Context: an optimization exercise on an open-source flow, tuned for small area. The choices shown serve that exercise and are no tape-out recipe. At most, simulation tests tie the RTL to the original design; equivalence was not proved. Only the layout flow was run in runs 4 and 5; the RTL was not checked for function there. No activity file was given, so power comes from the tool's default toggle rates.

[flow/run.sh]
#!/bin/bash
# synth_recipe.tcl (not shown) runs the flow's synth.tcl, then flattens the netlist and writes it again
# the make line also repeats each setting of config.mk as NAME=value (left out here)
make -C /OpenROAD-flow-scripts/flow DESIGN_CONFIG=/design/flow/config.mk WORK_HOME=/design/flow/orfs CLKGATE_MAP_FILE= SYNTH_SCRIPT=/design/flow/synth_recipe.tcl finish
[flow/config.mk]
export PLATFORM = sky130hd
export DESIGN_NAME = odd_pipe
export DESIGN_NICKNAME = odd_pipe
export VERILOG_FILES = /design/flow/design.v
export SDC_FILE = /design/flow/constraint.sdc
export NUM_CORES = 8
export LEC_CHECK = 0
export CAP_MARGIN = 20
export CORE_AREA = 10 10 590 590
export DIE_AREA = 0 0 600 600
export SLEW_MARGIN = 20
[flow/design.v]
module permute_unit (
    input  logic         reset,
    input  logic [4:0]   opcode,
    input  logic [127:0] ra,
    input  logic [7:0]   rb,
    input  logic [6:0]   i7,
    output logic         is_perm,
    output logic [127:0] value
);
    logic [2:0]   nbits;
    logic [4:0]   nbytes;
    logic         is_shift, is_rot, is_gbb, is_gbh, is_gb;
    logic [127:0] r0, r1, r2, r3, r4, r5, r6, r7;
    logic [15:0]  keep_byte;
    logic [6:0]   keep_low;
    logic [127:0] keep;
    logic [15:0]  gather;
    always_comb
    begin
        nbits    = 3'd0;
        nbytes   = 5'd0;
        is_shift = 1'b0;
        is_rot   = 1'b0;
        is_gbb   = 1'b0;
        is_gbh   = 1'b0;
        is_gb    = 1'b0;
        case (opcode)
            5'd1:   begin is_shift = 1'b1; nbits  = rb[2:0]; end
            5'd2:  begin is_shift = 1'b1; nbits  = i7[2:0]; end
            5'd3:   begin is_shift = 1'b1; nbytes = rb[4:0]; end
            5'd4:  begin is_shift = 1'b1; nbytes = i7[4:0]; end
            5'd5: begin is_shift = 1'b1; nbytes = rb[7:3]; end
            5'd6:   begin is_rot = 1'b1;   nbits  = rb[2:0]; end
            5'd7:  begin is_rot = 1'b1;   nbits  = i7[2:0]; end
            5'd8:   begin is_rot = 1'b1;   nbytes = {1'b0, rb[3:0]}; end
            5'd9:  begin is_rot = 1'b1;   nbytes = {1'b0, i7[3:0]}; end
            5'd10: begin is_rot = 1'b1;   nbytes = {1'b0, rb[6:3]}; end
            5'd11:      is_gbb = 1'b1;
            5'd12:      is_gbh = 1'b1;
            5'd13:       is_gb  = 1'b1;
            default: ;
        endcase
    end
    assign is_perm = ~reset & (is_shift | is_rot | is_gbb | is_gbh | is_gb);
    assign r0 = ra;
    assign r1 = nbytes[0] ? {r0[119:0], r0[127:120]} : r0;
    assign r2 = nbytes[1] ? {r1[111:0], r1[127:112]} : r1;
    assign r3 = nbytes[2] ? {r2[95:0],  r2[127:96]}  : r2;
    assign r4 = nbytes[3] ? {r3[63:0],  r3[127:64]}  : r3;
    assign r5 = nbits[0]  ? {r4[126:0], r4[127]}     : r4;
    assign r6 = nbits[1]  ? {r5[125:0], r5[127:126]} : r5;
    assign r7 = nbits[2]  ? {r6[123:0], r6[127:124]} : r6;
    always_comb
    begin
        for (int j = 0; j < 16; j++)
            keep_byte[j] = ~reset & (is_rot | (is_shift & ({1'b0, 4'(j)} >= nbytes)));
        for (int i = 0; i < 7; i++)
            keep_low[i] = keep_byte[0] & (is_rot | (3'(i) >= nbits));
        for (int k = 0; k < 128; k++)
            keep[k] = keep_byte[k / 8];
        keep[6:0] = keep_low;
    end
    always_comb
    begin
        gather = '0;
        for (int j = 0; j < 16; j++)
            gather[15 - j] = gather[15 - j] | (is_gbb & ra[120 - 8 * j]);
        for (int j = 0; j < 8; j++)
            gather[7 - j] = gather[7 - j] | (is_gbh & ra[112 - 16 * j]);
        for (int j = 0; j < 4; j++)
            gather[3 - j] = gather[3 - j] | (is_gb & ra[96 - 32 * j]);
        if (reset)
            gather = '0;
    end
    assign value = (r7 & keep) | {16'd0, gather, 96'd0};
endmodule
module branch_unit (
    input  logic         reset,
    input  logic [4:0]   opcode,
    input  logic [31:0]  rt_word,
    input  logic [15:0]  i16,
    input  logic [17:0]  pc,
    output logic         is_branch,
    output logic         is_link,
    output logic [17:0]  link,
    output logic         taken,
    output logic [17:0]  next_pc
);
    logic [17:0] relative_target;
    logic [17:0] absolute_target;
    logic [17:0] link_pc;
    logic        word_nz, half_nz;
    logic        op_rel, op_abs, op_cond, cond;
    assign relative_target = {pc[17:2] + i16, pc[1:0]};
    assign absolute_target = {i16, 2'b00};
    assign link_pc         = {pc[17:2] + 16'd1, pc[1:0]};
    assign word_nz = |rt_word;
    assign half_nz = |rt_word[15:0];
    always_comb
    begin
        is_branch = 1'b0;
        is_link   = 1'b0;
        op_rel    = 1'b0;
        op_abs    = 1'b0;
        op_cond   = 1'b0;
        cond      = 1'b0;
        case (opcode)
            5'd14:    begin is_branch = 1'b1; op_rel = 1'b1; end
            5'd15:   begin is_branch = 1'b1; op_abs = 1'b1; end
            5'd16:  begin is_branch = 1'b1; op_rel = 1'b1; is_link = 1'b1; end
            5'd17: begin is_branch = 1'b1; op_abs = 1'b1; is_link = 1'b1; end
            5'd18:  begin is_branch = 1'b1; op_cond = 1'b1; cond = word_nz; end
            5'd19:   begin is_branch = 1'b1; op_cond = 1'b1; cond = ~word_nz; end
            5'd20: begin is_branch = 1'b1; op_cond = 1'b1; cond = half_nz; end
            5'd21:  begin is_branch = 1'b1; op_cond = 1'b1; cond = ~half_nz; end
            default: ;
        endcase
        if (reset)
        begin
            is_branch = 1'b0;
            is_link   = 1'b0;
            op_rel    = 1'b0;
            op_abs    = 1'b0;
            op_cond   = 1'b0;
        end
    end
    assign taken = op_rel | op_abs | (op_cond & cond);
    assign link  = is_link ? link_pc : 18'd0;
    always_comb
    begin
        next_pc = '0;
        if (op_rel)
            next_pc = relative_target;
        else if (op_abs)
            next_pc = absolute_target;
        else if (op_cond)
            next_pc = cond ? {relative_target[17:2], 2'b00} : link_pc;
    end
endmodule
module entry_expand (
    input  logic [136:0] c,
    output logic [142:0] entry
);
    logic b, w, v;
    assign b = c[136];
    assign w = c[135];
    assign v = b | w;
    assign entry = {v, b, v, c[127:0], w, c[134:128], 1'b0, w & ~b, 1'b0, b};
endmodule
module forward_chain (
    input  logic                    clock,
    input  logic                    reset,
    input  logic [136:0]            stage_d,    
    output logic [142:0]            fw_stage1,
    output logic [142:0]            fw_stage2,
    output logic [142:0]            fw_stage3,
    output logic [142:0]            fw_stage4,
    output logic [142:0]            fw_stage5,
    output logic [142:0]            fw_stage6,
    output logic [142:0]            fw_stage7,
    output logic [142:0]            result
);
    logic [136:0] stage1_q;
    logic [136:0] stage2_q;
    logic [136:0] stage3_q;
    logic [136:0] stage4_q;
    logic [136:0] stage5_q;
    logic [136:0] stage6_q;
    logic [136:0] stage7_q;
    logic [136:0] result_q;
    always_ff @(posedge clock)
    begin
        stage1_q <= stage_d;
        if (reset)
        begin
            stage2_q <= '0;
            stage3_q <= '0;
            stage4_q <= '0;
            stage5_q <= '0;
            stage6_q <= '0;
            stage7_q <= '0;
            result_q <= '0;
        end
        else
        begin
            stage2_q <= stage1_q;
            stage3_q <= stage2_q;
            stage4_q <= stage3_q;
            stage5_q <= stage4_q;
            stage6_q <= stage5_q;
            stage7_q <= stage6_q;
            result_q <= stage7_q;
        end
    end
    entry_expand u_e1 (.c(stage1_q), .entry(fw_stage1));
    entry_expand u_e2 (.c(stage2_q), .entry(fw_stage2));
    entry_expand u_e3 (.c(stage3_q), .entry(fw_stage3));
    entry_expand u_e4 (.c(stage4_q), .entry(fw_stage4));
    entry_expand u_e5 (.c(stage5_q), .entry(fw_stage5));
    entry_expand u_e6 (.c(stage6_q), .entry(fw_stage6));
    entry_expand u_e7 (.c(stage7_q), .entry(fw_stage7));
    entry_expand u_e8 (.c(result_q), .entry(result));
endmodule
module odd_pipe (
    input  logic         clock,
    input  logic         reset,
    input  logic [4:0]   issue_opcode,
    input  logic [127:0] issue_ra,
    input  logic [127:0] issue_rb,
    input  logic [127:0] issue_rt_data,
    input  logic [6:0]   issue_rt_address,
    input  logic [6:0]   issue_i7,
    input  logic [15:0]  issue_i16,
    input  logic [31:0]  issue_pc,
    output logic [142:0] fw_stage1,
    output logic [142:0] fw_stage2,
    output logic [142:0] fw_stage3,
    output logic [142:0] fw_stage4,
    output logic [142:0] fw_stage5,
    output logic [142:0] fw_stage6,
    output logic [142:0] fw_stage7,
    output logic [142:0] result,
    output logic         branch_taken,
    output logic [31:0]  next_pc
);
    logic         perm_b, perm_w;
    logic [127:0] perm_value;
    logic         br_b, br_w;
    logic [17:0]  br_link;
    logic         br_taken;
    logic [17:0]  br_next_pc;
    logic [136:0] stage1_d;
    logic         taken_q;
    logic [17:0]  next_pc_q;
    permute_unit u_permute (
        .reset    (reset),
        .opcode   (issue_opcode),
        .ra       (issue_ra),
        .rb       (issue_rb[7:0]),
        .i7       (issue_i7),
        .is_perm  (perm_w),
        .value    (perm_value)
    );
    branch_unit u_branch (
        .reset    (reset),
        .opcode   (issue_opcode),
        .rt_word  (issue_rt_data[127:96]),
        .i16      (issue_i16),
        .pc       (issue_pc[17:0]),
        .is_branch(br_b),
        .is_link  (br_w),
        .link     (br_link),
        .taken    (br_taken),
        .next_pc  (br_next_pc)
    );
    assign perm_b = 1'b0;
    always_comb
    begin
        stage1_d = {br_b, perm_w | br_w,
                    issue_rt_address & {7{perm_w | br_b}},
                    perm_value | {14'd0, br_link, 96'd0}};
    end
    always_ff @(posedge clock)
    begin
        taken_q   <= br_taken;
        next_pc_q <= br_next_pc;
    end
    assign branch_taken = taken_q;
    assign next_pc      = {14'd0, next_pc_q};
    forward_chain u_chain (
        .clock     (clock),
        .reset     (reset),
        .stage_d   (stage1_d),
        .fw_stage1 (fw_stage1),
        .fw_stage2 (fw_stage2),
        .fw_stage3 (fw_stage3),
        .fw_stage4 (fw_stage4),
        .fw_stage5 (fw_stage5),
        .fw_stage6 (fw_stage6),
        .fw_stage7 (fw_stage7),
        .result    (result)
    );
endmodule
[flow/constraint.sdc]
create_clock -name core_clock -period 8.0 [get_ports {clock}]
set_input_delay 1.6000 -clock core_clock [delete_from_list [all_inputs] [get_ports {clock}]]
set_output_delay 1.6000 -clock core_clock [all_outputs]
set_load 0.01 [all_outputs]
==> results of run 1 <==
## registers in the layout, summed over array words and instances, names as in the netlist
register	cells
next_pc_q	18
taken_q	1
u_chain.result_q	137
u_chain.stage1_q	137
u_chain.stage2_q	137
u_chain.stage3_q	137
u_chain.stage4_q	137
u_chain.stage5_q	137
u_chain.stage6_q	137
u_chain.stage7_q	137
## path summary, 6_finish.rpt
check | cells after the start | to | start | slack, ns
min reg2reg | 1 | u_chain.stage5_q[114]$_SDFF_PP0_ | u_chain.stage4_q[114]$_SDFF_PP0_ | 0.45
max reg2reg | 1 | u_chain.stage6_q[43]$_SDFF_PP0_ | u_chain.stage5_q[43]$_SDFF_PP0_ | 6.75
max | 12 | u_chain.stage1_q[59]$_DFF_P_ | issue_opcode[3] | 1.73
min | 1 | u_chain.stage5_q[114]$_SDFF_PP0_ | u_chain.stage4_q[114]$_SDFF_PP0_ | 0.45
## worst max-delay path: cells and delay by family
family          cells  cell delay [ns]
compound gates      4             1.56
mux                 4             1.44
buf+inv             2             1.27
simple gates        2             1.03
## stage by stage
| stage | instance area, um^2 | hold WS [ns] | worst slack, ns |
|---|---|---|---|
| floorplan | 43600 | 0.492 | 3.36 |
| global placement | 62300 | 0.442 | 1.22 |
| detailed placement | 62300 | 0.449 | 1.17 |
| CTS | 66900 | 0.444 | 2.05 |
| global route | 67000 | 0.452 | 1.67 |
| finish | 67000 | 0.447 | 1.73 |
## report_power, final
group	internal [mW]	switching, mW
Combinational	0.777	1.32
Clock	3.79	2.65
Sequential	5.66	0.143
Total	10.2	4.11
## metal layers
layer | track usage, % | vias to the layer above | part of all wire, % | wire (um)
met2 | 26.6 | 2035 | 48 | 145000
li1 | - | 17500 | - | -
met5 | 0 | - | 0.18 | 546
met4 | 5.51 | 84 | 4.1 | 12300
met3 | 3.88 | 480 | 7.7 | 23100
met1 | 18.7 | 18900 | 40 | 120000
## cell type report
class | instances | area (um^2) | area share (%)
flip-flops and latches | 1115 | 22300 | 33.3
multi-input cells | 2824 | 19700 | 29.3
repair buffers | 1502 | 14800 | 22.1
well taps | 4387 | 5490 | 8.19
clock buffers | 189 | 3920 | 5.85
clock inverters | 53 | 694 | 1.04
diodes | 36 | 90.1 | 0.134
inverters | 16 | 60.1 | 0.0896
## cell families (layout without fill, tap and decap cells)
group | Yosys count | after routing | share of synthesized area (%)
muxes | 468 | 468 | 11.2
DFF | 1115 | 1115 | 51.3
buffers and inverters | 360 | 1760 | 4.12
other | 1 | 66 | 0.00862
xor gates and xnor gates | 30 | 30 | 0.604
and+or+nand+nor | 1516 | 1516 | 19.6
adders and majority gates | 18 | 18 | 0.529
AOI/OAI and AO/OA | 762 | 762 | 12.6
## placed cells by master, fill, tap and decap left out, types with 16 or more instances in the layout
cell type           n
conb_1             30
o221ai_1           36
nor2_1            165
xnor2_1            18
a21oi_1           113
o21ai_0            90
dfxtp_1          1115
o2bb2ai_1          36
a21o_1             30
and3_1             17
clkinv_2           16
o211ai_1           30
inv_1              16
a221oi_1           35
nand2_1           185
o22a_1             26
nand3_1            53
nor3_1             28
mux2_2            118
clkbuf_1           27
clkdlybuf4s50_1  1365
ha_1               16
o22ai_1            84
a221o_1            16
a211oi_1           20
a22oi_1            37
a22o_1             32
o21a_1             18
mux2i_1           344
clkbuf_8           21
clkbuf_16         141
nand4_1            19
diode_2            36
nor2b_1           967
buf_4             126
==> flow_summary.toml, run 1 <==
[pwr]
power_mw = 14.3
power.density_nw_per_um2 = 214
p_leak_nw = 24.1
ir_drop_v = 0.000151

[worst_setup_path]
worstSetupEndpointType = "flop"
cpPeakStageDelay_ns = 0.99
path_cells = "clkdlybuf4s50_1 -> or3b_4 -> a2111oi_2 -> or3_4 -> buf_12 -> mux2i_1 -> mux2i_1 -> mux2i_1 -> mux2i_1 -> o22ai_1 -> a211oi_1 -> a22o_1"
critical_path_required_ns = 8.68
path_class = "in -> reg"
cp_max_fo = 29
crit_top_cell = "mux2i_1"
slowest_stage = "clkdlybuf4s50_1"
start_kind = "primary input"
cp_data_arrival_time_ns = 6.96

[floorplan]
chipHeight_um = 600
initial_core_util_pct = 13.0
rows = 212
fp.dieW_um = 600
die_area_um2 = 360000
fp.coreArea_um2 = 334000
top_level_ports = 1630

[sta]
drv_slew = 0
fin_skew_ns = 0.0556
finalCritPeriodShare_pct = 78.4
worstMarginPinSlew_ns = 1.16
fmax_mhz = 159
tns_ns = 0
hold_viol = 0
grt_setup_unrepaired = "no"
fin_crit_ns = 6.27
slew-limit-headroom_pct = 22.2
finalSetupViolations = 0

[yosys]
synth-seq-cells = 1115
netlist_instances = 4270
synth_area_leaders = "dfxtp_1, nor2b_1, mux2i_1, mux2_2, clkbuf_1"
synth_edf_count = 0
yosysTopAreaCell = "dfxtp_1"
netlist_area_um2 = 43500
netlist_top_cells_count = "dfxtp_1, nor2b_1, mux2i_1"
synth.most_common_cell = "dfxtp_1"
synth_flop_cell = "dfxtp_1"
ys_warn_count = 4
async_flop_share_pct = 0
synth.avg_cell_area_um2 = 10.2
synth_top_cell_area_share_pct = 51.3
synth_cell_types = 85
seq_area_frac_synth_pct = 51.3

[route]
vias_per_cell = 3.85
num_vias = 39000
ant_nets = 0
drt_first_pass_iters = 6
wirelength_mm = 300
drc = 0
drt_iter0_drc = 3793
wl_per_cell_um = 29.7

[finish]
layout-drive-gt1-share_pct = 9.19
area_growth_pct = 54.0
finalNonFillerCells = 10100
finish.utilization_pct = 20.1
final_nets = 6070
fillers = 36700

[clock_tree]
cts.path.max_buffers = 4
clock_sinks = 1115
clkLatencyLatePin_ns = 0.80
cts_tree = "yes"
hold_buffers = 0
cts_buffers = 141
cts-resized-gates = 0
root_buffer = "clkbuf_16"
post_cts_buffers = 0
clk_pin_slew_worst_paths_ns = 0.06
htreeDepth = 4

[placement]
place_congestion = 0.978
io_buffers = 1367
dp_cells = 9844
dpl.hpwl_mm = 254

[outcome]
status = "complete, no violations"

[global_route]
grt_pass1_vias = 37200
overflow = 0
antenna_found_initial = 106
gr-usage-all-layers_pct = 15.5
grt_max_degree = 196
grt_first_pass_wirelength_mm = 377

[worst_hold_path]
hold_class = "reg -> reg"

[run]
maxCapViolCount = 0
==> run 2, diff against run 1 <==
==> flow/flow/run.sh (new file) <==
#!/bin/bash
# Standard synthesis and layout, with the smallest buffer on the ports and a
# clock tree without dummy loads. Each step's output goes to its own log here.
set -euo pipefail
bash standard.sh synth > synth.log 2>&1
export BUFFER_PORTS_ARGS="-buffer_cell sky130_fd_sc_hd__buf_1"
export CTS_ARGS="-sink_clustering_enable -repair_clock_nets -dont_use_dummy_load"
bash standard.sh finish > layout.log 2>&1
==> flow/standard.sh (new file) <==
#!/bin/bash
# synth_recipe.tcl (not shown) runs the flow's synth.tcl, then flattens the netlist and writes it again
# the make line also repeats each setting of config.mk as NAME=value (left out here)
make -C /OpenROAD-flow-scripts/flow DESIGN_CONFIG=/design/flow/config.mk WORK_HOME=/design/flow/orfs CLKGATE_MAP_FILE= SYNTH_SCRIPT=/design/flow/synth_recipe.tcl "${@:-finish}"
--- a/flow/config.mk
+++ b/flow/config.mk
@@ -6,6 +6,6 @@
 export NUM_CORES = 8
 export LEC_CHECK = 0
 export CAP_MARGIN = 20
-export CORE_AREA = 10 10 590 590
-export DIE_AREA = 0 0 600 600
+export CORE_AREA = 5 5 295 295
+export DIE_AREA = 0 0 300 300
 export SLEW_MARGIN = 20
removed: flow/run.sh
==> flow_summary.toml, run 2 <==
[outcome]
status = "did not finish"
lastStage = "3_2_place_iop"
tool.error = "[ERROR PPL-0024] Number of IO pins (1630) exceeds maximum number of available positions (1082). Increase the die perimeter from 1200.00um to 2216.80um."

[yosys]
synth.avg_cell_area_um2 = 10.2
synth_edf_count = 0
ys_warn_count = 4
synth_cell_types = 85
synth-seq-cells = 1115
netlist_instances = 4270
yosysTopAreaCell = "dfxtp_1"
netlist_area_um2 = 43500
synth_area_leaders = "dfxtp_1, nor2b_1, mux2i_1, mux2_2, clkbuf_1"
synth_flop_cell = "dfxtp_1"
synth.most_common_cell = "dfxtp_1"
seq_area_frac_synth_pct = 51.3
async_flop_share_pct = 0
netlist_top_cells_count = "dfxtp_1, nor2b_1, mux2i_1"
synth_top_cell_area_share_pct = 51.3

[floorplan]
chipHeight_um = 300
fp.dieW_um = 300
initial_core_util_pct = 52.1
rows = 106
## run 2: cells by family after synthesis
| family | count (synthesis) | synth area share [%] |
|---|---|---|
| xor gates and xnor gates | 30 | 0.604 |
| DFF | 1115 | 51.3 |
| muxes | 468 | 11.2 |
| other | 1 | 0.00862 |
| adders and majority gates | 18 | 0.529 |
| AOI/OAI and AO/OA | 762 | 12.6 |
| buffers and inverters | 360 | 4.12 |
| and+or+nand+nor | 1516 | 19.6 |
==> run 3, diff against run 2 <==
==> flow/flow/run.sh (replaced) <==
#!/bin/bash
# Standard synthesis and layout, with the smallest buffer on the ports, pins
# one track apart and a clock tree without dummy loads. Each step's output
# goes to its own log here.
set -euo pipefail
bash standard.sh synth > synth.log 2>&1
export BUFFER_PORTS_ARGS="-buffer_cell sky130_fd_sc_hd__buf_1"
export CTS_ARGS="-sink_clustering_enable -repair_clock_nets -dont_use_dummy_load"
export PLACE_PINS_ARGS="-min_distance 1 -min_distance_in_tracks"
bash standard.sh finish > layout.log 2>&1
==> flow_summary.toml, run 3 <==
[outcome]
status = "complete, no violations"

[worst_setup_path]
cp_data_arrival_time_ns = 6.80
worstSetupEndpointType = "flop"
cp_max_fo = 92
critical_path.top_delay_family = "compound AO/OA/AOI/OAI gates"
path_cells = "buf_1 -> or3b_4 -> a2111oi_2 -> or3_4 -> buf_12 -> mux2_2 -> o22ai_1 -> o21ai_0 -> o21ai_0 -> a21oi_1 -> mux2i_1 -> o211ai_1"
start_kind = "primary input"
path_class = "in -> reg"
r2r_start = "u_chain.stage2_q[96]$_SDFF_PP0_"
crit_top_cell = "o21ai_0"
critPathBufInv = 2
slowest_stage = "o21ai_0"
critical_path_required_ns = 8.50
cpPeakStageDelay_ns = 0.82
setup.worst_path.start = "issue_opcode[3]"

[yosys]
synth_top_cell_area_share_pct = 51.3
netlist_top_cells_count = "dfxtp_1, nor2b_1, mux2i_1"
netlist_area_um2 = 43500
synth.avg_cell_area_um2 = 10.2
yosysTopAreaCell = "dfxtp_1"
seq_area_frac_synth_pct = 51.3
ys_warn_count = 4
synth_area_leaders = "dfxtp_1, nor2b_1, mux2i_1, mux2_2, clkbuf_1"
synth_cell_types = 85
synth.most_common_cell = "dfxtp_1"
synth_flop_cell = "dfxtp_1"
async_flop_share_pct = 0
synth-seq-cells = 1115
netlist_instances = 4270
synth_edf_count = 0

[clock_tree]
cts_tree = "yes"
cts.path.max_buffers = 3
clock_sinks = 1115
clk_pin_slew_worst_paths_ns = 0.06
clkLatencyLatePin_ns = 0.71
root_buffer = "clkbuf_16"
cts_buffers = 103
cts-resized-gates = 0
htreeDepth = 3
post_cts_buffers = 0
hold_buffers = 0

[placement]
dpl.hpwl_mm = 148
dpl_cell_area_um2 = 49100
dp_cells = 6467
place_congestion = 1.09
io_buffers = 1367

[sta]
hold_viol = 0
finalCritPeriodShare_pct = 78.7
grt_setup_unrepaired = "no"
fin_skew_ns = 0.110
finalSetupViolations = 0
fmax_mhz = 159
tns_ns = 0
drv_slew = 0
fin_crit_ns = 6.30
slew-limit-headroom_pct = 19.4
worstMarginPinSlew_ns = 1.18

[route]
wl_per_cell_um = 28.5
ant_nets = 0
drc = 0
wirelength_mm = 187
num_vias = 38400
drt_iter0_drc = 4379
drt_first_pass_iters = 6
vias_per_cell = 5.85

[global_route]
antenna_found_initial = 5
grt_first_pass_wirelength_mm = 260
gr-usage-all-layers_pct = 39.0
overflow = 0
grt_max_degree = 222
grt_pass1_vias = 35800

[finish]
final_cell_mix = "buf_1, dfxtp_1, nor2b_1"
fin_area_um2 = 51700
final_nets = 5963
layout-drive-gt1-share_pct = 6.12
fillers = 7161
finalNonFillerCells = 6572
mostFrequentLayoutCell = "buf_1"
area_growth_pct = 18.9
finish.utilization_pct = 61.9

[run]
maxCapViolCount = 0

[floorplan]
fp.dieW_um = 300
initial_core_util_pct = 52.1
chipHeight_um = 300
die_area_um2 = 90000
fp.coreArea_um2 = 83600
top_level_ports = 1630
rows = 106

[pwr]
power.density_nw_per_um2 = 223
p_leak_nw = 19.6
ir_drop_v = 0.000191

[worst_hold_path]
hold_path_startpoint = "u_chain.stage3_q[11]$_SDFF_PP0_"
hold_class = "reg -> reg"
-- run 3: cell counts after synthesis --
Identical to the previous run, type by type.
-- run 3: path summary, 6_finish.rpt --
kind	slack, ns	depth (start not counted)	endpoint
worst min-delay path	0.40	1	u_chain.stage4_q[11]$_SDFF_PP0_
worst max-delay path	1.70	12	u_chain.stage1_q[109]$_DFF_P_
worst min register to register	0.40	1	u_chain.stage4_q[11]$_SDFF_PP0_
worst max register to register	7.20	1	u_chain.stage3_q[96]$_SDFF_PP0_
-- run 3: area by class of cell --
| type | instances | area [um^2] | share of cell area (%) |
|---|---|---|---|
| antenna | 1 | 2.50 | 0.00484 |
| sequential | 1115 | 22300 | 43.1 |
| inverter | 16 | 60.1 | 0.116 |
| clock buffer | 103 | 2580 | 4.98 |
| timing repair buffer | 1433 | 5770 | 11.1 |
| tap | 1080 | 1350 | 2.61 |
| multi-input combinational | 2824 | 19700 | 38.0 |
-- run 3: where the power goes --
part / leakage (nW) / internal (mW) / switching [mW]
sequential: 9.01 / 5.66 / 0.0727
clock: 1.27 / 2.24 / 1.85
combinational: 9.35 / 0.536 / 1.20
-- run 3: metrics by stage --
step / power, mW / setup slack, ns / hold slack, ns
3_5_place_dp: 7.50 / 1.38 / 0.445
6_report: 11.6 / 1.70 / 0.396
5_1_grt: 11.9 / 1.75 / 0.409
3_3_place_gp: 7.50 / 1.38 / 0.441
4_1_cts: 11.5 / 1.98 / 0.405
2_1_floorplan: 6.81 / 3.36 / 0.492
-- run 3: cells by family (layout without fill, tap and decap cells) --
group                      after synthesis  count (layout)  share of synthesized area [%]
and+or+nand+nor                       1516            1516                           19.6
DFF                                   1115            1115                           51.3
AOI/OAI and AO/OA                      762             762                           12.6
muxes                                  468             468                           11.2
buffers and inverters                  360            1552                           4.12
xor gates and xnor gates                30              30                          0.604
adders and majority gates               18              18                          0.529
other                                    1              31                        0.00862
-- run 3: per-layer routing --
layer	part of all wire, %	vias to the layer above	global-route usage (%)	wire [um]
met5	0.046	-	0.595	86
met4	6.6	4	20.7	12400
met3	12	558	13.6	22500
met2	43	2579	59.3	80200
met1	38	18200	48.9	72100
li1	-	17100	-	-
==> run 4, diff against run 3 <==
--- a/flow/design.v
+++ b/flow/design.v
@@ -42,14 +42,36 @@
         endcase
     end
     assign is_perm = ~reset & (is_shift | is_rot | is_gbb | is_gbh | is_gb);
-    assign r0 = ra;
-    assign r1 = nbytes[0] ? {r0[119:0], r0[127:120]} : r0;
-    assign r2 = nbytes[1] ? {r1[111:0], r1[127:112]} : r1;
-    assign r3 = nbytes[2] ? {r2[95:0],  r2[127:96]}  : r2;
-    assign r4 = nbytes[3] ? {r3[63:0],  r3[127:64]}  : r3;
-    assign r5 = nbits[0]  ? {r4[126:0], r4[127]}     : r4;
-    assign r6 = nbits[1]  ? {r5[125:0], r5[127:126]} : r5;
-    assign r7 = nbits[2]  ? {r6[123:0], r6[127:124]} : r6;
+    logic [3:0] sa, sb, sc;
+    always_comb
+    begin
+        for (int k = 0; k < 4; k++)
+        begin
+            sa[k] = (nbytes[1:0] == 2'(k));
+            sb[k] = (nbytes[3:2] == 2'(k));
+            sc[k] = (nbits[1:0] == 2'(k));
+        end
+    end
+    always_comb
+    begin
+        r0 = ra;
+        for (int i = 0; i < 128; i++)
+        begin
+            r1[i] = 1'b0;
+            r2[i] = 1'b0;
+            r3[i] = 1'b0;
+            for (int k = 0; k < 4; k++)
+                r1[i] = r1[i] | (sa[k] & r0[(i + 128 - 8 * k) % 128]);
+        end
+        for (int i = 0; i < 128; i++)
+            for (int k = 0; k < 4; k++)
+                r2[i] = r2[i] | (sb[k] & r1[(i + 128 - 32 * k) % 128]);
+        for (int i = 0; i < 128; i++)
+            for (int k = 0; k < 4; k++)
+                r3[i] = r3[i] | (sc[k] & r2[(i + 128 - k) % 128]);
+        for (int i = 0; i < 128; i++)
+            r7[i] = nbits[2] ? r3[(i + 124) % 128] : r3[i];
+    end
     always_comb
     begin
         for (int j = 0; j < 16; j++)
==> flow/flow/run.sh (replaced) <==
#!/bin/bash
# Standard synthesis, then the combinational logic is mapped again for area
# (registers, their names and cells stay as the standard synthesis made them),
# then the standard layout with the smallest buffer on the ports, pins one
# track apart and a clock tree without dummy loads. Each tool's output goes
# to its own log here.
set -euo pipefail
bash standard.sh synth > synth.log 2>&1

RES=orfs/results/sky130hd/odd_pipe/base
LIB=$FLOW_HOME/platforms/sky130hd/lib/sky130_fd_sc_hd__tt_025C_1v80.lib
python3 flow/mkmap.py $LIB cells_map.v > mkmap.log 2>&1
cp $RES/1_2_yosys.v 1_2_yosys_standard.v
DU=""
for c in $(sed -n 's/^export DONT_USE_CELLS += *//p;/^ *sky130_fd_sc_hd__lpflow/p;/^ *sky130_fd_sc_hd__probe/p' $FLOW_HOME/platforms/sky130hd/config.mk | tr -d '\\'); do
  DU="$DU -dont_use $c"
done
printf 'set_driving_cell sky130_fd_sc_hd__buf_1\nset_load 5\n' > abc.constr
cat > remap.ys <<EOT
read_liberty -lib $LIB
read_verilog 1_2_yosys_standard.v
hierarchy -top $FLOW_TOP
techmap -map cells_map.v
techmap
opt -purge
abc -script $PWD/flow/remap.abc -liberty $LIB $DU -constr $PWD/abc.constr -D 8000
opt_clean -purge
splitnets
opt_clean -purge
hilomap -singleton -hicell sky130_fd_sc_hd__conb_1 HI -locell sky130_fd_sc_hd__conb_1 LO
insbuf -buf sky130_fd_sc_hd__buf_4 A X
opt_clean -purge
write_verilog -noattr -nohex -nodec remapped.v
EOT
yosys -s remap.ys > remap.log 2>&1
cp remapped.v $RES/1_2_yosys.v
rm -f $RES/1_synth.odb

export BUFFER_PORTS_ARGS="-buffer_cell sky130_fd_sc_hd__buf_1"
export CTS_ARGS="-sink_clustering_enable -repair_clock_nets -dont_use_dummy_load"
export PLACE_PINS_ARGS="-min_distance 1 -min_distance_in_tracks"
bash standard.sh finish > layout.log 2>&1
==> flow/flow/mkmap.py (new file) <==
#!/usr/bin/env python3
# Writes a techmap file that turns every combinational cell of a liberty
# file back into plain logic, from the cell's own function attributes.
# usage: mkmap.py LIBERTY OUT.v
import re, sys

txt = open(sys.argv[1]).read()
heads = list(re.finditer(r'\n\s*cell\s*\(\s*"?(\w+)"?\s*\)\s*\{', txt))
out = []
for k, m in enumerate(heads):
    body = txt[m.end():heads[k + 1].start() if k + 1 < len(heads) else len(txt)]
    if re.search(r'\b(ff|latch|statetable)\s*\(', body):
        continue
    pins = [(p.group(1), p.start()) for p in re.finditer(r'\n\s*pin\s*\(\s*"?(\w+)"?\s*\)', body)]
    ins, outs, ok = [], [], True
    for j, (p, s) in enumerate(pins):
        pb = body[s:pins[j + 1][1] if j + 1 < len(pins) else len(body)]
        d = re.search(r'direction\s*:\s*"?(\w+)"?', pb)
        if not d:
            continue
        if d.group(1) == 'input':
            ins.append(p)
        elif d.group(1) == 'output':
            f = re.search(r'\bfunction\s*:\s*"([^"]*)"', pb)
            if not f:
                ok = False
                break
            outs.append((p, f.group(1)))
        else:
            ok = False
    if not ok or not outs:
        continue

    def conv(f):
        f = f.replace('!', '~')
        f = re.sub(r'(\w)\s+(?=[\w(~])', r'\1&', f)
        f = re.sub(r'\)\s+(?=[\w(~])', ')&', f)
        return f.replace('*', '&').replace('+', '|')

    s = f"module {m.group(1)}({', '.join(ins + [o for o, _ in outs])});\n"
    s += ''.join(f"  input {p};\n" for p in ins)
    s += ''.join(f"  output {o};\n  assign {o} = {conv(f)};\n" for o, f in outs)
    out.append(s + "endmodule\n")
open(sys.argv[2], 'w').write('\n'.join(out))
==> flow/flow/remap.abc (new file) <==
strash
ifraig
dc2
dch -f
amap -m -F 4 -A 10
strash
dch -f
amap -m -F 4 -A 10
topo
==> flow_summary.toml, run 4 <==
[worst_setup_path]
path_class = "in -> reg"
cp_data_arrival_time_ns = 6.85
start_kind = "primary input"
critical_path_required_ns = 8.44
cp_max_fo = 13
r2r_setup_slack_ns = 7.22
worstSetupEndpointType = "flop"
r2r_start = "u_chain.stage2_q[29]$_SDFF_PP0_"
regToRegEndpoint = "u_chain.stage3_q[29]$_SDFF_PP0_"
crit_end = "u_chain.stage1_q[43]$_DFF_P_"
ff2ff_path_depth = 1
setup.worst_path.start = "issue_opcode[2]"

[global_route]
gr-usage-all-layers_pct = 34.1
grt_first_pass_wirelength_mm = 230
overflow = 0
grt_pass1_vias = 33300
antenna_found_initial = 53
grt_max_degree = 198

[clock_tree]
cts_buffers = 108
clk_pin_slew_worst_paths_ns = 0.05
post_cts_buffers = 0
cts_tree = "yes"
root_buffer = "clkbuf_16"
cts.path.max_buffers = 3
hold_buffers = 0
htreeDepth = 3
cts-resized-gates = 0
clock_sinks = 1115
clkLatencyLatePin_ns = 0.67

[finish]
area_growth_pct = 25.6
multi_input_area_um2 = 14800
fillers = 7772
final_nets = 5728
seqCellArea_um2 = 22300
finalNonFillerCells = 6400
final_cell_mix = "buf_1, dfxtp_1, nor2b_1"
mostFrequentLayoutCell = "buf_1"
fin_area_um2 = 48000
layout-drive-gt1-share_pct = 4.08
finish.utilization_pct = 57.5

[floorplan]
top_level_ports = 1630
initial_core_util_pct = 45.7
rows = 106
chipHeight_um = 300
fp.coreArea_um2 = 83600
die_area_um2 = 90000
fp.dieW_um = 300

[sta]
grt_setup_unrepaired = "no"
fin_skew_ns = 0.0684
fmax_mhz = 156
slew-limit-headroom_pct = 15.6
worstMarginPinSlew_ns = 1.27
finalSetupViolations = 0
fin_hold_ws_ns = 0.391
layout_setup_ws_ns = 1.59
hold_viol = 0
drv_slew = 0
finalCritPeriodShare_pct = 80.2
fin_crit_ns = 6.41
tns_ns = 0

[yosys]
netlist_instances = 3747
netlist_area_um2 = 38200
ys_warn_count = 4
synth.avg_cell_area_um2 = 10.2

[route]
wl_per_cell_um = 25.8
drt_first_pass_iters = 14
wirelength_mm = 165
vias_per_cell = 5.65
drt_iter0_drc = 5059
ant_nets = 0
num_vias = 36100
drc = 0

[placement]
io_buffers = 1367
place_congestion = 1.04
dp_cells = 6244
dp_worst_setup_slack_ns = 1.18
dpl.hpwl_mm = 130
dpl_cell_area_um2 = 45200

[pwr]
power.density_nw_per_um2 = 245
ir_drop_v = 0.000187
p_leak_nw = 17.5
power_mw = 11.8

[worst_hold_path]
hold_class = "reg -> reg"

[run]
maxCapViolCount = 0

[outcome]
status = "complete, no violations"
==> run 4: where the power goes <==
group / internal [mW] / switching [mW] / total [mW]
registers: 5.68 / 0.0773 / 5.76
logic: 0.500 / 1.27 / 1.77
clock network: 2.35 / 1.89 / 4.24
==> run 4: worst min path at each step <==
stage	endpoint	cells after the start	start
6_report	u_chain.stage3_q[104]$_SDFF_PP0_	1	u_chain.stage2_q[104]$_SDFF_PP0_
5_1_grt	u_chain.stage3_q[104]$_SDFF_PP0_	1	u_chain.stage2_q[104]$_SDFF_PP0_
4_1_cts	u_chain.stage3_q[104]$_SDFF_PP0_	1	u_chain.stage2_q[104]$_SDFF_PP0_
3_5_place_dp	u_chain.result_q[135]$_SDFF_PP0_	2	u_chain.stage7_q[135]$_SDFF_PP0_
3_3_place_gp	u_chain.result_q[135]$_SDFF_PP0_	2	u_chain.stage7_q[135]$_SDFF_PP0_
2_1_floorplan	u_chain.result_q[135]$_SDFF_PP0_	2	u_chain.stage7_q[135]$_SDFF_PP0_
==> run 4: area by class of cell <==
class                           instances  area share [%]
Multi-Input combinational cell       2377            30.9
Tap cell                             1080            2.81
Antenna cell                           47           0.245
Sequential cell                      1115            46.5
Clock buffer                          108            5.63
Inverter                              230            1.93
Timing Repair Buffer                 1443            12.0
==> run 4: critical path, stage by stage <==
cell and delay, ns:
buf_1 0.55, clkinv_8 0.16, nor2_1 0.43, a21oi_1 0.33
nor2_1 0.49, clkinv_1 0.32, nor2_1 0.25, clkinv_1 0.15
o21ai_0 0.21, clkinv_1 0.30, nor2_4 0.29, clkinv_8 0.08
nor2_2 0.11, clkinv_1 0.64, o221ai_1 0.92
==> run 4: routing by layer <==
layer  global-route usage (%)  share of wire [%]  vias to the layer above  wire [um]
li1                         -                  -                    16400          -
met2                     52.4                 43                     2549      71600
met3                     12.4                 13                      561      20800
met1                     41.3                 37                    16600      61400
met5                    0.649              0.052                        -         85
met4                     19.5                6.7                       14      11000
==> run 5, diff against run 4 <==
--- a/flow/flow/run.sh
+++ b/flow/flow/run.sh
@@ -37,6 +37,6 @@
 rm -f $RES/1_synth.odb
 
 export BUFFER_PORTS_ARGS="-buffer_cell sky130_fd_sc_hd__buf_1"
-export CTS_ARGS="-sink_clustering_enable -repair_clock_nets -dont_use_dummy_load"
+export CTS_ARGS="-sink_clustering_enable -repair_clock_nets -dont_use_dummy_load -buf_list {sky130_fd_sc_hd__clkbuf_4 sky130_fd_sc_hd__clkbuf_8}"
 export PLACE_PINS_ARGS="-min_distance 1 -min_distance_in_tracks"
 bash standard.sh finish > layout.log 2>&1
==> flow_summary.toml, run 5 <==
[outcome]
status = "complete, no violations"

[clock_tree]
cts_tree = "yes"
cts_buffers = 171
root_buffer = "clkbuf_8"
clock_sinks = 1115
htreeDepth = 4
cts-resized-gates = 0
clkLatencyLatePin_ns = 0.84
post_cts_buffers = 0
cts.path.max_buffers = 3
clk_pin_slew_worst_paths_ns = 0.05
hold_buffers = 0

[route]
ant_nets = 0
drc = 0
wirelength_mm = 166
wl_per_cell_um = 25.6
drt_iter0_drc = 5149
drt_first_pass_iters = 14
vias_per_cell = 5.63
num_vias = 36400

[global_route]
gr-usage-all-layers_pct = 34.4
antenna_found_initial = 60
grt_pass1_vias = 33700
grt_first_pass_wirelength_mm = 231
overflow = 0
grt_max_degree = 198

[worst_setup_path]
critical_path_required_ns = 8.62
path_class = "in -> reg"
cp_max_fo = 13
start_kind = "primary input"
worstSetupEndpointType = "flop"
cp_data_arrival_time_ns = 6.87

[sta]
slew-limit-headroom_pct = 13.0
drv_slew = 0
hold_viol = 0
fin_crit_ns = 6.26
grt_setup_unrepaired = "no"
finalCritPeriodShare_pct = 78.2
fmax_mhz = 160
worstMarginPinSlew_ns = 1.31
fin_skew_ns = 0.0911
fin_hold_ws_ns = 0.376
finalSetupViolations = 0

[pwr]
ir_drop_v = 0.000162
power.density_nw_per_um2 = 237
p_leak_nw = 17.4

[floorplan]
fp.dieW_um = 300
chipHeight_um = 300
top_level_ports = 1630
initial_core_util_pct = 45.7
fp.coreArea_um2 = 83600
die_area_um2 = 90000
rows = 106

[yosys]
netlist_instances = 3747
ys_warn_count = 4
synth.avg_cell_area_um2 = 10.2
netlist_area_um2 = 38200

[finish]
area_growth_pct = 24.8
fin_area_um2 = 47700
layout-drive-gt1-share_pct = 5.23
final_nets = 5792
final_cell_mix = "buf_1, dfxtp_1, nor2b_1"
mostFrequentLayoutCell = "buf_1"
finalNonFillerCells = 6471

[worst_hold_path]
hold_class = "reg -> reg"

[placement]
place_congestion = 1.04
dpl_cell_area_um2 = 45200
dpl.hpwl_mm = 130
io_buffers = 1367
dp_cells = 6244

[run]
maxCapViolCount = 0
==> run 5: stage by stage <==
step                 TNS, ns  power [mW]  setup WS [ns]  util [%]
CTS                        0        11.3           2.01      56.9
global placement           0        7.56           1.23      54.1
floorplan           -1247.26        6.77         -10.38         -
finish                     0        11.3           1.75      57.1
global route               0        11.7           1.58      57.0
detailed placement         0        7.55           1.18      54.1
==> run 5: report_power, final <==
group / switching, mW / leakage, nW / total [mW] / internal (mW)
sequential: 0.0775 / 9.01 / 5.76 / 5.68
combinational: 1.27 / 7.12 / 1.77 / 0.501
clock: 1.88 / 1.23 / 3.75 / 1.88
==> run 5: routing by layer <==
| layer | vias up | part of all wire, % | GRT usage [%] |
|---|---|---|---|
| met2 | 2555 | 43 | 52.6 |
| met4 | 12 | 6.7 | 20.6 |
| met1 | 16800 | 37 | 40.9 |
| met5 | - | 0.045 | 0.649 |
| li1 | 16500 | - | - |
| met3 | 579 | 13 | 13.7 |
==> run 5: worst paths after layout <==
kind / slack, ns / startpoint / to / depth (start not counted)
max: 1.75 / issue_opcode[2] / u_chain.stage1_q[43]$_DFF_P_ / 15
min: 0.38 / u_chain.stage5_q[86]$_SDFF_PP0_ / u_chain.stage6_q[86]$_SDFF_PP0_ / 1
max reg2reg: 7.21 / u_chain.stage2_q[29]$_SDFF_PP0_ / u_chain.stage3_q[29]$_SDFF_PP0_ / 1
min reg2reg: 0.38 / u_chain.stage5_q[86]$_SDFF_PP0_ / u_chain.stage6_q[86]$_SDFF_PP0_ / 1
==> run 5: area by class of cell <==
class | instances | area, um^2
antenna | 54 | 135
sequential | 1115 | 22300
clock buffer | 171 | 2350
multi-input combinational | 2377 | 14800
timing repair buffer | 1444 | 5780
fill | 7820 | 35900
tap | 1080 | 1350
inverter | 230 | 925
==> run 5: critical path, stage by stage <==
cell      delay (ns)
buf_1           0.53
clkinv_8        0.17
nor2_1          0.43
a21oi_1         0.34
nor2_1          0.55
clkinv_1        0.33
nor2_1          0.25
clkinv_1        0.15
o21ai_0         0.21
clkinv_1        0.30
nor2_4          0.29
clkinv_8        0.08
nor2_2          0.11
clkinv_1        0.63
o221ai_1        0.88
==> run 6, diff against run 5 <==
--- a/flow/design.v
+++ b/flow/design.v
@@ -10,7 +10,7 @@
     logic [2:0]   nbits;
     logic [4:0]   nbytes;
     logic         is_shift, is_rot, is_gbb, is_gbh, is_gb;
-    logic [127:0] r0, r1, r2, r3, r4, r5, r6, r7;
+    logic [127:0] rot_n;
     logic [15:0]  keep_byte;
     logic [6:0]   keep_low;
     logic [127:0] keep;
@@ -42,36 +42,11 @@
         endcase
     end
     assign is_perm = ~reset & (is_shift | is_rot | is_gbb | is_gbh | is_gb);
-    logic [3:0] sa, sb, sc;
-    always_comb
-    begin
-        for (int k = 0; k < 4; k++)
-        begin
-            sa[k] = (nbytes[1:0] == 2'(k));
-            sb[k] = (nbytes[3:2] == 2'(k));
-            sc[k] = (nbits[1:0] == 2'(k));
-        end
-    end
-    always_comb
-    begin
-        r0 = ra;
-        for (int i = 0; i < 128; i++)
-        begin
-            r1[i] = 1'b0;
-            r2[i] = 1'b0;
-            r3[i] = 1'b0;
-            for (int k = 0; k < 4; k++)
-                r1[i] = r1[i] | (sa[k] & r0[(i + 128 - 8 * k) % 128]);
-        end
-        for (int i = 0; i < 128; i++)
-            for (int k = 0; k < 4; k++)
-                r2[i] = r2[i] | (sb[k] & r1[(i + 128 - 32 * k) % 128]);
-        for (int i = 0; i < 128; i++)
-            for (int k = 0; k < 4; k++)
-                r3[i] = r3[i] | (sc[k] & r2[(i + 128 - k) % 128]);
-        for (int i = 0; i < 128; i++)
-            r7[i] = nbits[2] ? r3[(i + 124) % 128] : r3[i];
-    end
+    perm_rotator u_rot (
+        .ra  (ra),
+        .amt ({nbytes[3:0], nbits}),
+        .yn  (rot_n)
+    );
     always_comb
     begin
         for (int j = 0; j < 16; j++)
@@ -94,7 +69,22 @@
         if (reset)
             gather = '0;
     end
-    assign value = (r7 & keep) | {16'd0, gather, 96'd0};
+    assign value = (~rot_n & keep) | {16'd0, gather, 96'd0};
+endmodule
+module perm_rotator (
+    input  logic [127:0] ra,
+    input  logic [6:0]   amt,
+    output logic [127:0] yn
+);
+    logic [127:0] r1, r2, r3, r4, r5, r6, r7;
+    assign r1 = amt[3] ? {ra[119:0], ra[127:120]} : ra;
+    assign r2 = amt[4] ? {r1[111:0], r1[127:112]} : r1;
+    assign r3 = amt[5] ? {r2[95:0],  r2[127:96]}  : r2;
+    assign r4 = amt[6] ? {r3[63:0],  r3[127:64]}  : r3;
+    assign r5 = amt[0] ? {r4[126:0], r4[127]}     : r4;
+    assign r6 = amt[1] ? {r5[125:0], r5[127:126]} : r5;
+    assign r7 = amt[2] ? {r6[123:0], r6[127:124]} : r6;
+    assign yn = ~r7;
 endmodule
 module branch_unit (
     input  logic         reset,
==> flow/flow/run.sh (replaced) <==
#!/bin/bash
# Layout flow:
#  2. the same synthesis again, with the rotator module swapped for a
#     cell-level version (flow/genrot.py);
#  3. the rest of the combinational logic mapped again for area, the
#     rotator's cells and all registers left as they are;
#  4. the registers checked against the standard synthesis (same names and
#     cells), else the standard netlist is remapped instead;
#  5. the standard layout, with the smallest buffer on the ports, pins one
#     track apart and a clock tree without dummy loads.
# Each tool's output goes to its own log here.
set -euo pipefail
bash standard.sh synth > synth.log 2>&1

RES=orfs/results/sky130hd/odd_pipe/base
LIB=$FLOW_HOME/platforms/sky130hd/lib/sky130_fd_sc_hd__tt_025C_1v80.lib
cp $RES/1_2_yosys.v 1_2_yosys_standard.v

# 2. synthesis with the cell-level rotator
python3 flow/genrot.py > rot_struct.v
python3 flow/swapmod.py design.v rot_struct.v perm_rotator > design_mine.v
sed "s#$PWD/design.v#$PWD/design_mine.v#" config.mk > config_mine.mk
sed "s#$PWD/config.mk#$PWD/config_mine.mk#g;s#$PWD/orfs#$PWD/orfs_mine#g" standard.sh > standard_mine.sh
bash standard_mine.sh synth > synth_mine.log 2>&1
MINE=orfs_mine/results/sky130hd/odd_pipe/base/1_2_yosys.v

# 3. area remap of the other combinational cells
python3 flow/mkmap.py $LIB cells_map.v > mkmap.log 2>&1
DU=""
for c in $(sed -n 's/^export DONT_USE_CELLS += *//p;/^ *sky130_fd_sc_hd__lpflow/p;/^ *sky130_fd_sc_hd__probe/p' $FLOW_HOME/platforms/sky130hd/config.mk | tr -d '\\'); do
  DU="$DU -dont_use $c"
done
printf 'set_driving_cell sky130_fd_sc_hd__buf_1\nset_load 5\n' > abc.constr
remap() {
  cat > remap_$3.ys <<EOT
read_liberty -lib $LIB
read_verilog $1
hierarchy -top $FLOW_TOP
select -set keep c:u_permute.u_rot.*
techmap -map cells_map.v c:* @keep %d
techmap
opt -purge
abc -script $PWD/flow/remap.abc -liberty $LIB $DU -constr $PWD/abc.constr -D 8000
opt_clean -purge
splitnets
opt_clean -purge
hilomap -singleton -hicell sky130_fd_sc_hd__conb_1 HI -locell sky130_fd_sc_hd__conb_1 LO
insbuf -buf sky130_fd_sc_hd__buf_1 A X
opt_clean -purge
write_verilog -noattr -nohex -nodec $2
EOT
  yosys -s remap_$3.ys > remap_$3.log 2>&1
}

# 4. keep the cell-level rotator only if the registers match the standard ones
if remap $MINE remapped_mine.v mine && python3 flow/regcheck.py 1_2_yosys_standard.v remapped_mine.v > regcheck.log 2>&1; then
  cp remapped_mine.v $RES/1_2_yosys.v
else
  remap 1_2_yosys_standard.v remapped_standard.v standard
  python3 flow/regcheck.py 1_2_yosys_standard.v remapped_standard.v > regcheck_standard.log 2>&1
  cp remapped_standard.v $RES/1_2_yosys.v
fi
rm -f $RES/1_synth.odb

# 5. layout
export BUFFER_PORTS_ARGS="-buffer_cell sky130_fd_sc_hd__buf_1"
export CTS_ARGS="-sink_clustering_enable -repair_clock_nets -dont_use_dummy_load -buf_list {sky130_fd_sc_hd__clkbuf_8} -sink_clustering_size 20 -sink_clustering_max_diameter 60"
export PLACE_PINS_ARGS="-min_distance 1 -min_distance_in_tracks"
bash standard.sh finish > layout.log 2>&1
==> flow/flow/genrot.py (new file) <==
#!/usr/bin/env python3
# Writes perm_rotator (see rtl/permute_unit.sv) as sky130 cells: seven levels
# of o22ai, each one a 2:1 select that also inverts, so seven levels give the
# complement of the rotation the module promises.
# usage: genrot.py > rot_struct.v
P = 'sky130_fd_sc_hd__'
shifts = [(3, 8), (4, 16), (5, 32), (6, 64), (0, 1), (1, 2), (2, 4)]
o = ['module perm_rotator (ra, amt, yn);',
     '  input [127:0] ra;', '  input [6:0] amt;', '  output [127:0] yn;']
cur = 'ra'
for n, (a, d) in enumerate(shifts):
    nxt = 'yn' if n == len(shifts) - 1 else f'l{n}'
    if nxt != 'yn':
        o.append(f'  wire [127:0] {nxt};')
    o.append(f'  wire sn{n};')
    o.append(f'  {P}inv_1 si{n} (.A(amt[{a}]), .Y(sn{n}));')
    for i in range(128):
        # selected: bit i-d of the level below, else bit i
        o.append(f'  {P}o22ai_1 m{n}_{i} (.A1({cur}[{(i - d) % 128}]), .A2(sn{n}), '
                 f'.B1({cur}[{i}]), .B2(amt[{a}]), .Y({nxt}[{i}]));')
    cur = nxt
o.append('endmodule')
print('\n'.join(o))
==> flow/flow/regcheck.py (new file) <==
#!/usr/bin/env python3
# Exit 0 when two netlists hold the same flip-flops: the same instance names,
# each of the same cell type.
# usage: regcheck.py A.v B.v
import re, sys

def regs(path):
    r = {}
    for m in re.finditer(r'^\s*(sky130_fd_sc_hd__(?:df|edf|sdf|dl)\w*)\s+(\S+)\s*\(', open(path).read(), re.M):
        r[m.group(2)] = m.group(1)
    return r

a, b = regs(sys.argv[1]), regs(sys.argv[2])
print(f'{len(a)} and {len(b)} registers')
if a != b:
    print('differ:', sorted(set(a.items()) ^ set(b.items()))[:10])
    sys.exit(1)
==> flow/flow/swapmod.py (new file) <==
#!/usr/bin/env python3
# Replaces module NAME in a Verilog file with the one in another file.
# usage: swapmod.py DESIGN.v NEW.v NAME > OUT.v
import re, sys
src = open(sys.argv[1]).read()
new = open(sys.argv[2]).read()
name = sys.argv[3]
m = re.search(r'^\s*module\s+' + name + r'\b.*?^\s*endmodule\b', src, re.S | re.M)
if not m:
    sys.exit(f'module {name} not found')
sys.stdout.write(src[:m.start()] + '\n' + new + '\n' + src[m.end():])
==> flow_summary.toml, run 6 <==
[route]
num_vias = 33600
drc = 0
drt_first_pass_iters = 9
ant_nets = 0
wl_per_cell_um = 24.1
wirelength_mm = 148
drt_iter0_drc = 3014
vias_per_cell = 5.47

[pwr]
p_int_mw = 7.00
pwr-share-clk_pct = 25.6
switching_power_mw = 2.82
power_mw = 9.82
p_leak_nw = 15.9
pwr-share-seq_pct = 58.7
ir_drop_v = 0.000129
p_comb_share_pct = 15.7
power.density_nw_per_um2 = 220
swShare_pct = 28.7

[worst_setup_path]
ff2ff_path_depth = 2
path_cells = "buf_1 -> clkinv_1 -> nor2_1 -> clkinv_1 -> nor2_1 -> a222oi_1 -> buf_4 -> o31ai_4 -> clkinv_2 -> buf_4 -> o22ai_1 -> o22ai_1 -> o22ai_1 -> o22ai_1 -> o22ai_1 -> o22ai_1 -> o22ai_1 -> o221ai_1"
r2r_setup_slack_ns = 7.05
cpPeakStageDelay_ns = 0.65
critPathBufInv = 6
critical_path.top_delay_family = "buffers and inverters"
start_kind = "primary input"
slowest_stage = "clkinv_2"
critical_path_required_ns = 8.56
cp_data_arrival_time_ns = 6.97
setup.worst_path.start = "issue_opcode[0]"
cp_max_fo = 48
r2r_start = "u_chain.stage1_q[135]$_DFF_P_"
worstSetupEndpointType = "flop"
crit_top_cell = "o22ai_1"
regToRegEndpoint = "u_chain.stage2_q[135]$_SDFF_PP0_"
path_class = "in -> reg"

[yosys]
netlist_instances = 3515
synth.avg_cell_area_um2 = 10.4
ys_warn_count = 4
netlist_area_um2 = 36500

[clock_tree]
cts_tree = "yes"
htreeDepth = 3
root_buffer = "clkbuf_8"
cts.path.max_buffers = 3
cts_buffers = 76
hold_buffers = 0
clkLatencyLatePin_ns = 0.74
post_cts_buffers = 0
clk_pin_slew_worst_paths_ns = 0.12
cts-resized-gates = 0
clock_sinks = 1115

[finish]
mostFrequentLayoutCell = "buf_1"
final_cell_mix = "buf_1, dfxtp_1, nor2b_1"
finish.utilization_pct = 53.5
area_growth_pct = 22.3
final_nets = 5430
fin_area_um2 = 44700
layout-drive-gt1-share_pct = 2.77

[worst_hold_path]
worstHoldEndpoint = "u_chain.stage2_q[40]$_SDFF_PP0_"
hold_path_startpoint = "u_chain.stage1_q[40]$_DFF_P_"
hold_class = "reg -> reg"
min_path_cells = 1

[floorplan]
initial_core_util_pct = 43.7
chipHeight_um = 300
rows = 106
top_level_ports = 1630
fp.coreArea_um2 = 83600
fp.dieW_um = 300
die_area_um2 = 90000

[global_route]
overflow = 0
antenna_found_initial = 83
grt_first_pass_wirelength_mm = 205
grt_pass1_vias = 30400
grt_max_degree = 244
gr-usage-all-layers_pct = 30.2

[sta]
finalCritPeriodShare_pct = 80.1
hold_viol = 0
fmax_mhz = 156
fin_crit_ns = 6.41
grt_setup_unrepaired = "no"
finalSetupViolations = 0
worstMarginPinSlew_ns = 1.17
slew-limit-headroom_pct = 21.8
drv_slew = 0
fin_skew_ns = 0.0818
fin_hold_ws_ns = 0.370

[placement]
io_buffers = 1367
dpl_cell_area_um2 = 43400
place_congestion = 0.988
dpl.hpwl_mm = 117

[outcome]
status = "complete, no violations"

[run]
maxCapViolCount = 0
-- run 6: layout make-up --
class	instances	area, um^2
diodes	79	198
clock buffers	76	1050
fillers	8196	38900
inverters	66	267
multi-input cells	2309	13900
flip-flops and latches	1115	22300
well taps	1080	1350
repair buffers	1409	5560
-- run 6: worst max path at each step --
stage                               endpoint  slack [ns]  cells after the start
5_1_grt         u_chain.stage1_q[61]$_DFF_P_        1.38                     19
2_1_floorplan    u_chain.stage1_q[2]$_DFF_P_       -0.98                     12
3_3_place_gp    u_chain.stage1_q[35]$_DFF_P_        1.15                     18
3_5_place_dp   u_chain.stage1_q[102]$_DFF_P_        1.15                     18
6_report       u_chain.stage1_q[102]$_DFF_P_        1.59                     18
4_1_cts        u_chain.stage1_q[102]$_DFF_P_        1.92                     18
-- run 6: per-stage QoR --
stage                     setup TNS [ns]  std cells  setup WS [ns]
after floorplan                  -113.00       3544         -0.982
after global routing                   0       6125           1.38
after global placement                 0       5978           1.15
after detailed placement               0       5979           1.15
after CTS                              0       6055           1.92
final                                  0       6134           1.59
-- run 6: layer usage --
metal / global-route usage [%] / vias up / share of wire, %
met5: 0 / - / 0.056
met4: 20.9 / 14 / 7.9
met2: 45.2 / 1974 / 42
li1: - / 15700 / -
met3: 11.8 / 486 / 11
met1: 35.8 / 15400 / 38
-- run 6: worst register-to-register path, cell delays in order (launching register included) --
cell and delay (ns):
dfxtp_1 0.53, clkinv_1 0.20, nor2_1 0.15
-- run 6: power groups by stage --
stage                     Combinational (mW)  Clock, mW  Sequential [mW]
final                                   1.55       2.51             5.76
after CTS                               1.49       2.60             5.76
after global routing                    1.62       2.81             5.78
after floorplan                        0.788          0             5.92
after detailed placement                1.48          0             5.89
after global placement                  1.48          0             5.89
==> run 7, diff against run 6 <==
--- a/flow/flow/run.sh
+++ b/flow/flow/run.sh
@@ -64,6 +64,6 @@
 
 # 5. layout
 export BUFFER_PORTS_ARGS="-buffer_cell sky130_fd_sc_hd__buf_1"
-export CTS_ARGS="-sink_clustering_enable -repair_clock_nets -dont_use_dummy_load -buf_list {sky130_fd_sc_hd__clkbuf_8} -sink_clustering_size 20 -sink_clustering_max_diameter 60"
+export CTS_ARGS="-sink_clustering_enable -repair_clock_nets -dont_use_dummy_load -buf_list {sky130_fd_sc_hd__clkbuf_8} -sink_clustering_size 16 -sink_clustering_max_diameter 50"
 export PLACE_PINS_ARGS="-min_distance 1 -min_distance_in_tracks"
 bash standard.sh finish > layout.log 2>&1
==> flow_summary.toml, run 7 <==
[outcome]
status = "complete, no violations"

[worst_setup_path]
worstSetupEndpointType = "flop"
cp_max_fo = 48
crit_top_cell = "o22ai_1"
cp_data_arrival_time_ns = 6.90
path_class = "in -> reg"
start_kind = "primary input"
slowest_stage = "clkinv_2"
path_depth = 18
critical_path_required_ns = 8.51
critical_path.top_delay_family = "buffers and inverters"
ff2ff_path_depth = 2
path_cells = "buf_1 -> clkinv_1 -> nor2_1 -> clkinv_1 -> nor2_1 -> a222oi_1 -> buf_4 -> o31ai_4 -> clkinv_2 -> buf_4 -> o22ai_1 -> o22ai_1 -> o22ai_1 -> o22ai_1 -> o22ai_1 -> o22ai_1 -> o22ai_1 -> nor2_1"
critPathBufInv = 6
cpPeakStageDelay_ns = 0.64

[clock_tree]
clkLatencyLatePin_ns = 0.76
post_cts_buffers = 0
clk_pin_slew_worst_paths_ns = 0.08
clock_sinks = 1115
cts.path.max_buffers = 3
cts_tree = "yes"
htreeDepth = 3
hold_buffers = 0
root_buffer = "clkbuf_8"
cts_buffers = 99
cts-resized-gates = 0

[global_route]
gr-usage-all-layers_pct = 30.3
overflow = 0
grt_max_degree = 244
grt_first_pass_wirelength_mm = 206
grt_pass1_vias = 30600
antenna_found_initial = 82

[sta]
finalCritPeriodShare_pct = 79.9
slew-limit-headroom_pct = 22.9
fin_hold_ws_ns = 0.379
fin_crit_ns = 6.39
tns_ns = 0
drv_slew = 0
layout_setup_ws_ns = 1.61
fin_skew_ns = 0.105
fmax_mhz = 156
grt_setup_unrepaired = "no"
worstMarginPinSlew_ns = 1.15
finalSetupViolations = 0
hold_viol = 0

[route]
wirelength_mm = 148
drc = 0
drt_first_pass_iters = 10
wl_per_cell_um = 24.1
num_vias = 33800
vias_per_cell = 5.50
ant_nets = 0
drt_iter0_drc = 2915

[finish]
final_nets = 5453
area_growth_pct = 23.1
mostFrequentLayoutCell = "buf_1"
fin_area_um2 = 45000
finish.utilization_pct = 53.8
layout-drive-gt1-share_pct = 3.22
finalNonFillerCells = 6151
final_cell_mix = "buf_1, dfxtp_1, nor2b_1"

[placement]
io_buffers = 1367
place_congestion = 0.988
dpl.hpwl_mm = 117
dp_worst_setup_slack_ns = 1.15
dp_cells = 5979
dpl_cell_area_um2 = 43400

[floorplan]
rows = 106
fp.dieW_um = 300
top_level_ports = 1630
initial_core_util_pct = 43.7
chipHeight_um = 300
die_area_um2 = 90000
fp.coreArea_um2 = 83600

[yosys]
synth.avg_cell_area_um2 = 10.4
netlist_area_um2 = 36500
netlist_instances = 3515
ys_warn_count = 4

[pwr]
ir_drop_v = 0.000130
power_mw = 10.1
p_leak_nw = 16.1
power.density_nw_per_um2 = 225

[worst_hold_path]
hold_class = "reg -> reg"
min_path_cells = 1

[run]
maxCapViolCount = 0
run 7: where the power goes:
part / internal (mW) / switching (mW)
sequential: 5.68 / 0.0827
combinational: 0.464 / 1.08
clock: 1.10 / 1.72
run 7: area by class of cell:
cell class,instances,area (um^2)
Fill cell,8174,38600
Sequential cell,1115,22300
Multi-Input combinational cell,2309,13900
Timing Repair Buffer,1409,5560
Clock buffer,99,1360
Tap cell,1080,1350
Inverter,66,267
Antenna cell,73,183
run 7: worst paths after layout:
kind                                       start                                to  slack (ns)
setup / recovery                 issue_opcode[0]      u_chain.stage1_q[35]$_DFF_P_        1.61
hold / removal    u_chain.stage6_q[1]$_SDFF_PP0_    u_chain.stage7_q[1]$_SDFF_PP0_        0.38
setup reg to reg   u_chain.stage1_q[135]$_DFF_P_  u_chain.stage2_q[135]$_SDFF_PP0_        7.00
hold reg to reg   u_chain.stage6_q[1]$_SDFF_PP0_    u_chain.stage7_q[1]$_SDFF_PP0_        0.38
run 7: routing by layer:
metal	wire, um	global-route usage (%)
met1	56900	36.0
met2	62800	45.3
met4	11700	21.4
met3	16800	11.4
met5	88	0
==> run 8, diff against run 7 <==
--- a/flow/flow/run.sh
+++ b/flow/flow/run.sh
@@ -64,6 +64,6 @@
 
 # 5. layout
 export BUFFER_PORTS_ARGS="-buffer_cell sky130_fd_sc_hd__buf_1"
-export CTS_ARGS="-sink_clustering_enable -repair_clock_nets -dont_use_dummy_load -buf_list {sky130_fd_sc_hd__clkbuf_8} -sink_clustering_size 16 -sink_clustering_max_diameter 50"
+export CTS_ARGS="-sink_clustering_enable -repair_clock_nets -dont_use_dummy_load"
 export PLACE_PINS_ARGS="-min_distance 1 -min_distance_in_tracks"
 bash standard.sh finish > layout.log 2>&1
==> flow_summary.toml, run 8 <==
[outcome]
status = "complete, no violations"

[sta]
grt_setup_unrepaired = "no"
fmax_mhz = 154
fin_skew_ns = 0.0666
worstMarginPinSlew_ns = 1.17
finalCritPeriodShare_pct = 81.2
drv_slew = 0
hold_viol = 0
fin_hold_ws_ns = 0.409
layout_setup_ws_ns = 1.51
fin_crit_ns = 6.49
finalSetupViolations = 0
slew-limit-headroom_pct = 21.9

[route]
wl_per_cell_um = 24.1
drc = 0
ant_nets = 0
vias_per_cell = 5.50
wirelength_mm = 148
drt_first_pass_iters = 8
drt_iter0_drc = 2830
num_vias = 33900

[finish]
layout-drive-gt1-share_pct = 3.38
finalNonFillerCells = 6158
finish.utilization_pct = 55.4
final_nets = 5461
area_growth_pct = 26.7
final_cell_mix = "buf_1, dfxtp_1, nor2b_1"
mostFrequentLayoutCell = "buf_1"

[worst_setup_path]
cp_max_fo = 48
regToRegEndpoint = "u_chain.stage2_q[135]$_SDFF_PP0_"
worstSetupEndpointType = "flop"
path_class = "in -> reg"
r2r_setup_slack_ns = 7.04
r2r_start = "u_chain.stage1_q[135]$_DFF_P_"
cp_data_arrival_time_ns = 6.96
start_kind = "primary input"
ff2ff_path_depth = 2
critical_path_required_ns = 8.47

[yosys]
netlist_area_um2 = 36500
netlist_instances = 3515
ys_warn_count = 4
synth.avg_cell_area_um2 = 10.4

[placement]
io_buffers = 1367
dp_worst_setup_slack_ns = 1.15
dpl.hpwl_mm = 117
place_congestion = 0.988
dp_cells = 5979

[clock_tree]
cts_buffers = 107
clkLatencyLatePin_ns = 0.67
cts.path.max_buffers = 3
clock_sinks = 1115
cts_tree = "yes"
post_cts_buffers = 0
clk_pin_slew_worst_paths_ns = 0.05
root_buffer = "clkbuf_16"
cts-resized-gates = 0
htreeDepth = 3
hold_buffers = 0

[floorplan]
initial_core_util_pct = 43.7
top_level_ports = 1630
fp.dieW_um = 300
rows = 106
chipHeight_um = 300
die_area_um2 = 90000
fp.coreArea_um2 = 83600

[global_route]
overflow = 0
gr-usage-all-layers_pct = 30.4
grt_pass1_vias = 30800
grt_first_pass_wirelength_mm = 206
antenna_found_initial = 77
grt_max_degree = 244

[run]
maxCapViolCount = 0

[worst_hold_path]
hold_class = "reg -> reg"
min_path_cells = 1
hold_path_startpoint = "u_chain.stage3_q[67]$_SDFF_PP0_"
worstHoldEndpoint = "u_chain.stage4_q[67]$_SDFF_PP0_"

[pwr]
ir_drop_v = 0.000165
power_mw = 11.5
p_leak_nw = 16.7
power.density_nw_per_um2 = 249
-- run 8: cell count changes in the layout (fill, tap and decap cells not counted) --
cell,change
diode_2,-1
clkbuf_16,+107
clkbuf_8,-99
or2_0,-1
or2_1,+1
-- run 8: metrics by stage --
| stage | instance area [um^2] | TNS (ns) |
|---|---|---|
| 2_1_floorplan | 36700 | -113.00 |
| 3_3_place_gp | 43400 | 0 |
| 3_5_place_dp | 43400 | 0 |
| 4_1_cts | 46100 | 0 |
| 5_1_grt | 46300 | 0 |
| 6_report | 46300 | 0 |
-- run 8: power breakdown --
| part | switching, mW | total, mW | internal, mW |
|---|---|---|---|
| combinational | 1.08 | 1.55 | 0.464 |
| sequential | 0.0832 | 5.77 | 5.69 |
| clock | 1.88 | 4.21 | 2.33 |
-- run 8: cell type report --
class                      count  area, um^2
inverter                      66         267
tap                         1080        1350
sequential                  1115       22300
fill                        7998       37300
timing repair buffer        1409        5560
multi-input combinational   2309       13900
antenna                       72         180
clock buffer                 107        2680
-- run 8: metal layers --
layer	share of wire, %	track usage [%]
met4	8.1	22.0
met1	38	35.7
met2	42	45.2
met5	0.061	0
met3	11	11.7
-- run 8: worst max path at each step --
| stage | startpoint | endpoint | slack, ns |
|---|---|---|---|
| finish | issue_opcode[0] | u_chain.stage1_q[35]$_DFF_P_ | 1.51 |
| global route | issue_opcode[0] | u_chain.stage1_q[102]$_DFF_P_ | 1.29 |
| CTS | issue_opcode[0] | u_chain.stage1_q[102]$_DFF_P_ | 1.82 |
| detailed placement | issue_opcode[0] | u_chain.stage1_q[102]$_DFF_P_ | 1.15 |
| global placement | issue_opcode[0] | u_chain.stage1_q[35]$_DFF_P_ | 1.15 |
| floorplan | issue_opcode[0] | u_chain.stage1_q[2]$_DFF_P_ | -0.98 |
-- run 8: worst max-delay path: stages --
cell and delay, ns:
buf_1 0.49, clkinv_1 0.49, nor2_1 0.36, clkinv_1 0.15
nor2_1 0.16, a222oi_1 0.10, buf_4 0.18, o31ai_4 0.08
clkinv_2 0.64, buf_4 0.47, o22ai_1 0.44, o22ai_1 0.21
o22ai_1 0.23, o22ai_1 0.22, o22ai_1 0.40, o22ai_1 0.35
o22ai_1 0.29, nor2_1 0.09

Re-timed with assumed drivers on the ports (clkbuf_16 on the clock, buf_2 on other inputs), run 8 has 1.505 ns of setup slack against 1.507 ns with ideal ports, and 0.803 ns once port delays also move by the mid clock arrival of 0.702 ns.
